What follows belongs to an exercise in optimizing a design on an open flow for small area; a production flow would make more cautious choices.
The RTL was checked by simulation tests, not by an equivalence proof against the original design.
Power is estimated from default activity; no workload was simulated.

--- design/flow/run.sh ---
#!/bin/bash
# synth_recipe.tcl (not shown) runs the flow's synth.tcl, then flattens the netlist and writes it again
# the make line also repeats each setting of config.mk as NAME=value (left out here)
make -C /OpenROAD-flow-scripts/flow DESIGN_CONFIG=/design/flow/config.mk WORK_HOME=/design/flow/orfs CLKGATE_MAP_FILE= SYNTH_SCRIPT=/design/flow/synth_recipe.tcl finish
--- design/flow/constraint.sdc ---
create_clock -name core_clock -period 8.5 [get_ports {pulseprog_clk}]
set_input_delay 1.7000 -clock core_clock [delete_from_list [all_inputs] [get_ports {pulseprog_clk}]]
set_output_delay 1.7000 -clock core_clock [all_outputs]
set_load 0.01 [all_outputs]
--- design/flow/config.mk ---
export PLATFORM = sky130hd
export DESIGN_NAME = nmr_controller
export DESIGN_NICKNAME = nmr_controller
export VERILOG_FILES = /design/flow/design.v
export SDC_FILE = /design/flow/constraint.sdc
export NUM_CORES = 4
export LEC_CHECK = 0
export CAP_MARGIN = 20
export CORE_MARGIN = 2
export CORE_UTILIZATION = 40
export SLEW_MARGIN = 20
--- design/flow/design.v ---
package nmr_pkg;
	localparam int ADC_PHYS_WIDTH = 14;	 
	localparam int ADC_DATA_WIDTH = 16;	 
	localparam int TIMER_WIDTH    = 16;	 
	localparam int COUNT_WIDTH    = 16;	 
	typedef logic [TIMER_WIDTH-1:0]    timer_t;		 
	typedef logic [COUNT_WIDTH-1:0]    count_t;		 
	typedef logic [ADC_PHYS_WIDTH-1:0] adc_raw_t;	 
	typedef logic [ADC_DATA_WIDTH-1:0] sample_t;	 
	typedef struct packed {
		timer_t pulse_90;			 
		timer_t delay_nosig;		 
		timer_t pulse_180;			 
		timer_t delay_sig;			 
		count_t echoes_per_scan;	 
		count_t samples_per_echo;	 
		logic   phase_cycle;		 
	} seq_params_t;
	typedef struct packed {
		adc_raw_t code;	 
		logic     ovr;	 
	} adc_in_t;
	typedef struct packed {
		sample_t data;	 
		logic    ovr;	 
		count_t  echo;	 
	} echo_sample_t;
	typedef enum logic [2:0] {
		IDLE,		 
		P90,		 
		D_NOSIG,	 
		P180,		 
		D_SIG		 
	} seq_state_e;
endpackage
module cpmg_sequencer (
	input  logic                 pulseprog_clk,
	input  logic                 rst,
	input  logic                 start,			 
	input  nmr_pkg::seq_params_t params,		 
	output logic                 rf_gate,		 
	output logic                 rf_phase,		 
	output logic                 en_rx,			 
	output logic                 acq_window,	 
	output nmr_pkg::count_t      echo_index,	 
	output logic                 busy			 
);
	nmr_pkg::seq_state_e  state;		 
	nmr_pkg::seq_params_t prm;			 
	nmr_pkg::timer_t      timer;		 
	nmr_pkg::count_t      echo_cnt;		 
	nmr_pkg::timer_t      sig_elapsed;	 
	logic                 accept;		 
	logic                 last_echo;	 
	assign accept    = (state == nmr_pkg::IDLE) && start;	 
	assign last_echo = (echo_cnt == prm.echoes_per_scan - nmr_pkg::count_t'(1));
	always_ff @(posedge pulseprog_clk)
	begin
		if (accept)
		begin
			prm <= params;
		end
	end
	always_ff @(posedge pulseprog_clk)
	begin
		if (rst)
		begin
			state    <= nmr_pkg::IDLE;
			timer    <= '0;
			echo_cnt <= '0;
		end
		else if (state == nmr_pkg::IDLE)
		begin
			if (start)
			begin
				state    <= nmr_pkg::P90;	 
				timer    <= params.pulse_90 - nmr_pkg::timer_t'(1);
				echo_cnt <= '0;
			end
		end
		else if (timer != '0)
		begin
			timer <= timer - nmr_pkg::timer_t'(1);	 
		end
		else
		begin
			case (state)
				nmr_pkg::P90:
				begin
					state <= nmr_pkg::D_NOSIG;
					timer <= prm.delay_nosig - nmr_pkg::timer_t'(1);
				end
				nmr_pkg::D_NOSIG:
				begin
					state <= nmr_pkg::P180;	 
					timer <= prm.pulse_180 - nmr_pkg::timer_t'(1);
				end
				nmr_pkg::P180:
				begin
					state <= nmr_pkg::D_SIG;
					timer <= prm.delay_sig - nmr_pkg::timer_t'(1);
				end
				nmr_pkg::D_SIG:
				begin
					if (last_echo)
					begin
						state <= nmr_pkg::IDLE;	 
					end
					else
					begin
						state    <= nmr_pkg::P180;	 
						timer    <= prm.pulse_180 - nmr_pkg::timer_t'(1);
						echo_cnt <= echo_cnt + nmr_pkg::count_t'(1);
					end
				end
				default:
				begin
					state <= nmr_pkg::IDLE;
				end
			endcase
		end
	end
	assign sig_elapsed = prm.delay_sig - timer;
	assign rf_gate    = (state == nmr_pkg::P90) || (state == nmr_pkg::P180);
	assign rf_phase   = (state == nmr_pkg::P90) && prm.phase_cycle;	 
	assign en_rx      = (state == nmr_pkg::D_SIG);	 
	assign acq_window = en_rx && (sig_elapsed <= prm.samples_per_echo);	 
	assign echo_index = echo_cnt;
	assign busy       = (state != nmr_pkg::IDLE);
endmodule
module adc_sampler #(
	parameter int ADC_LATENCY = 5,	 
	parameter int FIFO_DEPTH  = 16	 
) (
	input  logic                  pulseprog_clk,
	input  logic                  rst,
	input  logic                  acq_window,	 
	input  nmr_pkg::count_t       echo_index,	 
	input  nmr_pkg::adc_in_t      adc_in,		 
	output logic                  push,			 
	output nmr_pkg::echo_sample_t push_data,
	input  logic                  push_credit,	 
	output logic                  lost_sample	 
);
	localparam int CRED_W = $clog2(FIFO_DEPTH + 1);
	localparam int EXT_W  = nmr_pkg::ADC_DATA_WIDTH - nmr_pkg::ADC_PHYS_WIDTH;
	logic [ADC_LATENCY-1:0] win_dly;					 
	nmr_pkg::count_t        echo_dly [ADC_LATENCY];		 
	logic [CRED_W-1:0]      credits;					 
	logic                   capture;					 
	logic                   take;						 
	always_ff @(posedge pulseprog_clk)
	begin
		if (rst)
		begin
			win_dly <= '0;
		end
		else
		begin
			win_dly[0] <= acq_window;
			for (int i = 1; i < ADC_LATENCY; i++)
			begin
				win_dly[i] <= win_dly[i-1];
			end
		end
	end
	always_ff @(posedge pulseprog_clk)
	begin
		echo_dly[0] <= echo_index;	 
		for (int i = 1; i < ADC_LATENCY; i++)
		begin
			echo_dly[i] <= echo_dly[i-1];
		end
	end
	assign capture = win_dly[ADC_LATENCY-1];
	assign take    = capture && (credits != '0);	 
	always_ff @(posedge pulseprog_clk)
	begin
		if (rst)
		begin
			credits     <= CRED_W'(FIFO_DEPTH);
			push        <= 1'b0;
			lost_sample <= 1'b0;
		end
		else
		begin
			case ({push_credit, take})
				2'b10:   credits <= credits + CRED_W'(1);	 
				2'b01:   credits <= credits - CRED_W'(1);	 
				default: credits <= credits;				 
			endcase
			push <= take;
			if (capture && !take)
			begin
				lost_sample <= 1'b1;	 
			end
		end
	end
	always_ff @(posedge pulseprog_clk)
	begin
		if (take)
		begin
			push_data.data <= {{EXT_W{adc_in.code[nmr_pkg::ADC_PHYS_WIDTH-1]}}, adc_in.code};
			push_data.ovr  <= adc_in.ovr;
			push_data.echo <= echo_dly[ADC_LATENCY-1];
		end
	end
endmodule
module sample_fifo #(
	parameter int FIFO_DEPTH = 16	 
) (
	input  logic                  pulseprog_clk,
	input  logic                  rst,
	input  logic                  push,			 
	input  nmr_pkg::echo_sample_t push_data,
	output logic                  push_credit,	 
	input  logic                  pop,
	output nmr_pkg::echo_sample_t head,			 
	output logic                  not_empty
);
	localparam int PTR_W = $clog2(FIFO_DEPTH);
	localparam int CNT_W = $clog2(FIFO_DEPTH + 1);
	localparam int ENT_W = nmr_pkg::ADC_DATA_WIDTH + 1 + nmr_pkg::COUNT_WIDTH;	 
	logic [ENT_W-1:0]      mem [FIFO_DEPTH];	 
	logic [PTR_W-1:0]      wr_ptr;				 
	logic [PTR_W-1:0]      rd_ptr;
	logic [CNT_W-1:0]      count;				 
	logic                  do_pop;				 
	assign do_pop    = pop && not_empty;
	assign not_empty = (count != '0);
	assign head      = mem[rd_ptr];	 
	always_ff @(posedge pulseprog_clk)
	begin
		if (push)
		begin
			mem[wr_ptr] <= push_data;
		end
	end
	always_ff @(posedge pulseprog_clk)
	begin
		if (rst)
		begin
			wr_ptr      <= '0;
			rd_ptr      <= '0;
			count       <= '0;
			push_credit <= 1'b0;
		end
		else
		begin
			if (push)
			begin
				wr_ptr <= wr_ptr + PTR_W'(1);
			end
			if (do_pop)
			begin
				rd_ptr <= rd_ptr + PTR_W'(1);
			end
			count       <= count + CNT_W'(push) - CNT_W'(do_pop);
			push_credit <= do_pop;	 
		end
	end
endmodule
module sample_streamer #(
	parameter int OUT_CREDITS = 4	 
) (
	input  logic                  pulseprog_clk,
	input  logic                  rst,
	input  logic                  not_empty,	 
	input  nmr_pkg::echo_sample_t head,			 
	output logic                  pop,			 
	output logic                  out_valid,	 
	output nmr_pkg::echo_sample_t out_sample,
	input  logic                  out_credit	 
);
	localparam int CRED_W = $clog2(OUT_CREDITS + 1);
	logic [CRED_W-1:0] credits;	 
	assign pop = not_empty && (credits != '0);
	always_ff @(posedge pulseprog_clk)
	begin
		if (rst)
		begin
			credits   <= CRED_W'(OUT_CREDITS);
			out_valid <= 1'b0;
		end
		else
		begin
			case ({out_credit, pop})
				2'b10:   credits <= credits + CRED_W'(1);	 
				2'b01:   credits <= credits - CRED_W'(1);	 
				default: credits <= credits;
			endcase
			out_valid <= pop;
		end
	end
	always_ff @(posedge pulseprog_clk)
	begin
		if (pop)
		begin
			out_sample <= head;	 
		end
	end
endmodule
module nmr_controller #(
	parameter int ADC_LATENCY = 5,	 
	parameter int FIFO_DEPTH  = 16,	 
	parameter int OUT_CREDITS = 4	 
) (
	input  logic                  pulseprog_clk,
	input  logic                  rst,
	input  logic [96:0]           params,		 
	input  logic                  start,		 
	input  logic [14:0]           adc_in,		 
	input  logic                  out_credit,	 
	output logic                  rf_gate,
	output logic                  rf_phase,
	output logic                  en_rx,
	output logic                  en_adc,		 
	output logic                  busy,
	output logic                  out_valid,
	output logic [32:0]           out_sample,	 
	output logic                  lost_sample	 
);
	nmr_pkg::count_t       echo_index;	 
	logic                  push;		 
	nmr_pkg::echo_sample_t push_data;
	logic                  push_credit;	 
	logic                  pop;			 
	nmr_pkg::echo_sample_t head;		 
	logic                  not_empty;
	cpmg_sequencer seq_i (
		.pulseprog_clk (pulseprog_clk),
		.rst           (rst),
		.start         (start),
		.params        (nmr_pkg::seq_params_t'(params)),
		.rf_gate       (rf_gate),
		.rf_phase      (rf_phase),
		.en_rx         (en_rx),
		.acq_window    (en_adc),	 
		.echo_index    (echo_index),
		.busy          (busy)
	);
	adc_sampler #(
		.ADC_LATENCY (ADC_LATENCY),
		.FIFO_DEPTH  (FIFO_DEPTH)
	) sampler_i (
		.pulseprog_clk (pulseprog_clk),
		.rst           (rst),
		.acq_window    (en_adc),
		.echo_index    (echo_index),
		.adc_in        (nmr_pkg::adc_in_t'(adc_in)),
		.push          (push),
		.push_data     (push_data),
		.push_credit   (push_credit),
		.lost_sample   (lost_sample)
	);
	sample_fifo #(
		.FIFO_DEPTH (FIFO_DEPTH)
	) fifo_i (
		.pulseprog_clk (pulseprog_clk),
		.rst           (rst),
		.push          (push),
		.push_data     (push_data),
		.push_credit   (push_credit),
		.pop           (pop),
		.head          (head),
		.not_empty     (not_empty)
	);
	sample_streamer #(
		.OUT_CREDITS (OUT_CREDITS)
	) streamer_i (
		.pulseprog_clk (pulseprog_clk),
		.rst           (rst),
		.not_empty     (not_empty),
		.head          (head),
		.pop           (pop),
		.out_valid     (out_valid),
		.out_sample    (out_sample),
		.out_credit    (out_credit)
	);
endmodule
==> notes.md <==
Run status: finished clean
CP Launch Point: seq_i.prm[33]
Hold Path Class: flip-flop to flip-flop
# rows: 100
Seq/Total Area, Yosys: 0.729
Starting Density: 0.405
Warnings from Yosys: 5
R2R cell count: 14
CTS clock-pin slew for the worst setup and hold paths: 0.06 ns
Vias per cell: 5.36
Post-Syn Instances: 1691
Worst Setup EP: en_adc
Ys flop type: edfxtp_1
Pre-CTS worst setup slack: 2.60 ns
Crit path arrival time: 4.81 ns
Slack of the critical path: 1.99 ns
CP Max Fanout: 4
Initial antenna violation count: 0
Worst-Skew Late Latency: 0.65 ns
Final Slew Violations: 0
Post-CTS Hold Fix Bufs: 0
Avg Synthesized Cell Area: 17.9 sq um
DIE HEIGHT: 279 microns
# DRC: 0
Setup Buffers After CTS: 0
Share of the synthesized area in the top cell type: 0.634
Cell taking the most area after synthesis: edfxtp_1
Hold path cells: 0
Fin crit period: 6.51 ns
Number of global-route vias before repair: 16.6k
Layout Skew: 0.0481 ns
RR Endpoint: seq_i.timer[10]
Congestion Overflow GR: 0
Post-Syn Area: 30300 sq um
Maximum Capacitance Violations: 0
Crit end category: output port
Post-synth EDFFs: 639
# setup viols final: 0
Fillers: 6229
Buffers on Ports: 155
Achievable Freq: 154 MHz
Die W: 279 microns
Ant. Diodes: 0
Critical path, cell by cell: inv_1 > ha_1 > fa_1 > nor2b_1 > o21ai_0 > a21boi_0 > o211ai_1 > nand2_1 > nor2_1 > xnor2_1 > ha_1 > a21o_1 > a21o_1 > a21oi_1 > nor2b_1 > o21ai_0 > o211ai_1 > a21oi_1 > clkdlybuf4s50_1
Design Area, Final: 35700 sq um
Max clock buf depth: 3
Share of layout cells above drive strength 1: 0.184
Die area: 77900 sq um
Hold slack: 0.325 ns
LEAKAGE: 11.7 nW
H-Tree Depth: 3
Worst path top cell family by delay: compound AO/OA/AOI/OAI gates
PD cells: 269 nW/um^2
Crit. path cell count: 19
Gpl congestion: 0.827
Tot Pwr: 0.00961 W
Crit start category: flip-flop
Largest net degree at the start of global routing: 82
Remaining antenna violation count: 0
Routed len/inst: 22.6 microns
I/O pins: 156
R2R Setup Slk: 4.59 ns
Root Driver: clkbuf_16
Slowest CP cell: clkdlybuf4s50_1
Flops & latches, synth: 783
CTS buffer count: 82
Crit path required time: 6.80 ns
DP HPWL: 38200 microns
Routed WL: 66200 microns
CTS tree: built
Final period utilization: 0.766
Post-synthesis net count: 1861
DR vias: 15.7k
Synth cell types: 72
Slew at the pin with the worst max-slew slack: 1.01 ns
Synth area leaders: edfxtp_1 (63%), mux4_2 (12%), dfxtp_1 (9.5%)
Crit Path Class: flip-flop to output port
DP Area: 33100 sq um
Unrepaired setup endpoints after global routing: no
Hold Violations, Final: 0
Peak VDD IR: 152 uV
First-pass GRT wire length: 100000 microns
Reg-to-reg startpoint: seq_i.state[2]
Gr usage total: 0.171
DR iter-0 viols: 1054
Initial DRT Pass Iterations: 5
Nets@finish: 2064
Setup Total Neg Slack: 0 ns
Buffers & Inverters on Critical Path: 2
Core Region: 74700 sq um
Slew Limit Headroom: 0.324
Synth async-reset ratio: 0
Post-CTS resize count: 0
Area grow syn2layout: 18.0%
Clock sinks: 783
Slowest stage delay, CP: 0.58 ns
==> sequential cells by signal (all words and copies together) (netlist names), 3 cells and up <==
name and count:
fifo_i.count 5, sampler_i.echo_dly 80, seq_i.state 3, streamer_i.credits 3
sampler_i.push_data 31, sampler_i.credits 5, seq_i.timer 16, fifo_i.rd_ptr 4
fifo_i.mem 496, seq_i.prm 81, sampler_i.win_dly 5, streamer_i.out_sample 31
seq_i.echo_cnt 16, fifo_i.wr_ptr 4
==> Yosys cell counts, types with 3 or more instances <==
| master | n |
|---|---|
| edfxtp_1 | 639 |
| mux4_2 | 155 |
| dfxtp_1 | 144 |
| nor2_1 | 105 |
| inv_1 | 63 |
| a21oi_1 | 53 |
| clkbuf_1 | 51 |
| ha_1 | 50 |
| o21ai_0 | 46 |
| xnor2_1 | 34 |
| nand2_1 | 30 |
| nor3_1 | 22 |
| xor2_1 | 22 |
| and2_1 | 20 |
| or3_1 | 19 |
| nand3_1 | 18 |
| nor2b_1 | 17 |
| nand4_1 | 16 |
| nor3b_1 | 13 |
| buf_1 | 12 |
| a211oi_1 | 10 |
| a21o_1 | 9 |
| a311oi_1 | 9 |
| o21a_1 | 9 |
| o211ai_1 | 8 |
| or2_2 | 8 |
| nand2b_1 | 7 |
| a31oi_1 | 6 |
| o2111ai_1 | 6 |
| and3_1 | 5 |
| nor4_1 | 5 |
| o221a_2 | 5 |
| fa_1 | 4 |
| o22ai_1 | 4 |
| or4_1 | 4 |
| and3b_1 | 3 |
| mux2i_1 | 3 |
| nand4b_1 | 3 |
| o31ai_1 | 3 |
| o32a_1 | 3 |
| o32ai_1 | 3 |
| o41ai_1 | 3 |
| or3b_2 | 3 |
==> final cells by class <==
type / instances / area (sq um) / area share
Sequential cell: 783 / 22100 / 0.618
Tap cell: 969 / 1210 / 0.0339
Clock inverter: 47 / 448 / 0.0125
Inverter: 64 / 241 / 0.00676
Multi-Input combinational cell: 776 / 7730 / 0.217
Timing Repair Buffer: 187 / 1790 / 0.0500
Clock buffer: 106 / 2220 / 0.0620
==> kinds of logic after synthesis <==
group,Yosys count,synth area share
flops,783,0.729
simple gates,306,0.0531
compound gates,201,0.0447
mux,158,0.116
buf+inv,132,0.0169
xor+xnor,57,0.0167
fa+ha+maj,54,0.0233
==> layout by cell type (no fill, tap or decap), types with 18 or more instances in the layout <==
cell type,Yosys,routed
nand3_1,18,18
or3_1,19,19
nor3_1,22,22
edfxtp_1,639,639
xor2_1,22,22
nand2_1,30,30
clkbuf_16,0,83
ha_1,50,50
dfxtp_1,144,140
o21ai_0,46,46
clkdlybuf4s50_1,0,154
a21oi_1,53,52
nor2_1,105,104
inv_1,63,62
mux4_2,155,155
xnor2_1,34,34
buf_4,2,32
==> layer usage <==
layer	up-vias	track usage	part of all wire
li1	7119	-	-
met1	8090	0.220	0.42
met2	407	0.298	0.51
met3	102	0.0299	0.046
met4	0	0.0474	0.021
met5	-	0	0
==> per-stage QoR <==
step,instances,utilization
finish,2932,0.478
global route,2932,0.478
CTS,2932,0.478
detailed placement,2779,0.443
global placement,2779,0.443
floorplan,1691,-
==> how the worst min path moves through the flow <==
stage | start | to | slack, ns
2_1_floorplan | sampler_i.echo_dly[0][0] | sampler_i.echo_dly[1][0] | 0.31
4_1_cts | sampler_i.echo_dly[2][7] | sampler_i.echo_dly[3][7] | 0.33
3_5_place_dp | sampler_i.echo_dly[0][6] | sampler_i.echo_dly[1][6] | 0.31
3_3_place_gp | sampler_i.echo_dly[0][3] | sampler_i.echo_dly[1][3] | 0.31
5_1_grt | sampler_i.echo_dly[0][6] | sampler_i.echo_dly[1][6] | 0.33
6_report | sampler_i.echo_dly[2][7] | sampler_i.echo_dly[3][7] | 0.32
==> where the power goes <==
group,internal [W],total [W],switching (W)
logic,0.000896,0.00168,0.000784
registers,0.00431,0.00448,0.000165
clock network,0.00199,0.00346,0.00147
total,0.00720,0.00961,0.00242

-- static timing again, ports no longer ideal --
How much do the figures lean on ideal ports? The routed layout below was timed once more, with nothing changed but the port constraints.
Step 1 assumes that a clkbuf_16 drives the clock port and a buf_2 every other input.
Step 2, shift: input delay + t, output delay - t, t = (earliest + latest rising clock arrival at the registers) / 2. This alone moves slack from input paths to output paths.
Three values: ideal, step 1, step 2; two values: the first two.
t (ns): 0.682
setup slack, ns: 1.986 / 1.925 / 2.607
worst setup path after step 2: register to output
worst register clock-pin slew, ns: 0.06 / 0.06
After both steps this run still meets setup and hold. The setup slack of this run moves by -0.061 ns with the drivers and by +0.621 ns with both steps.
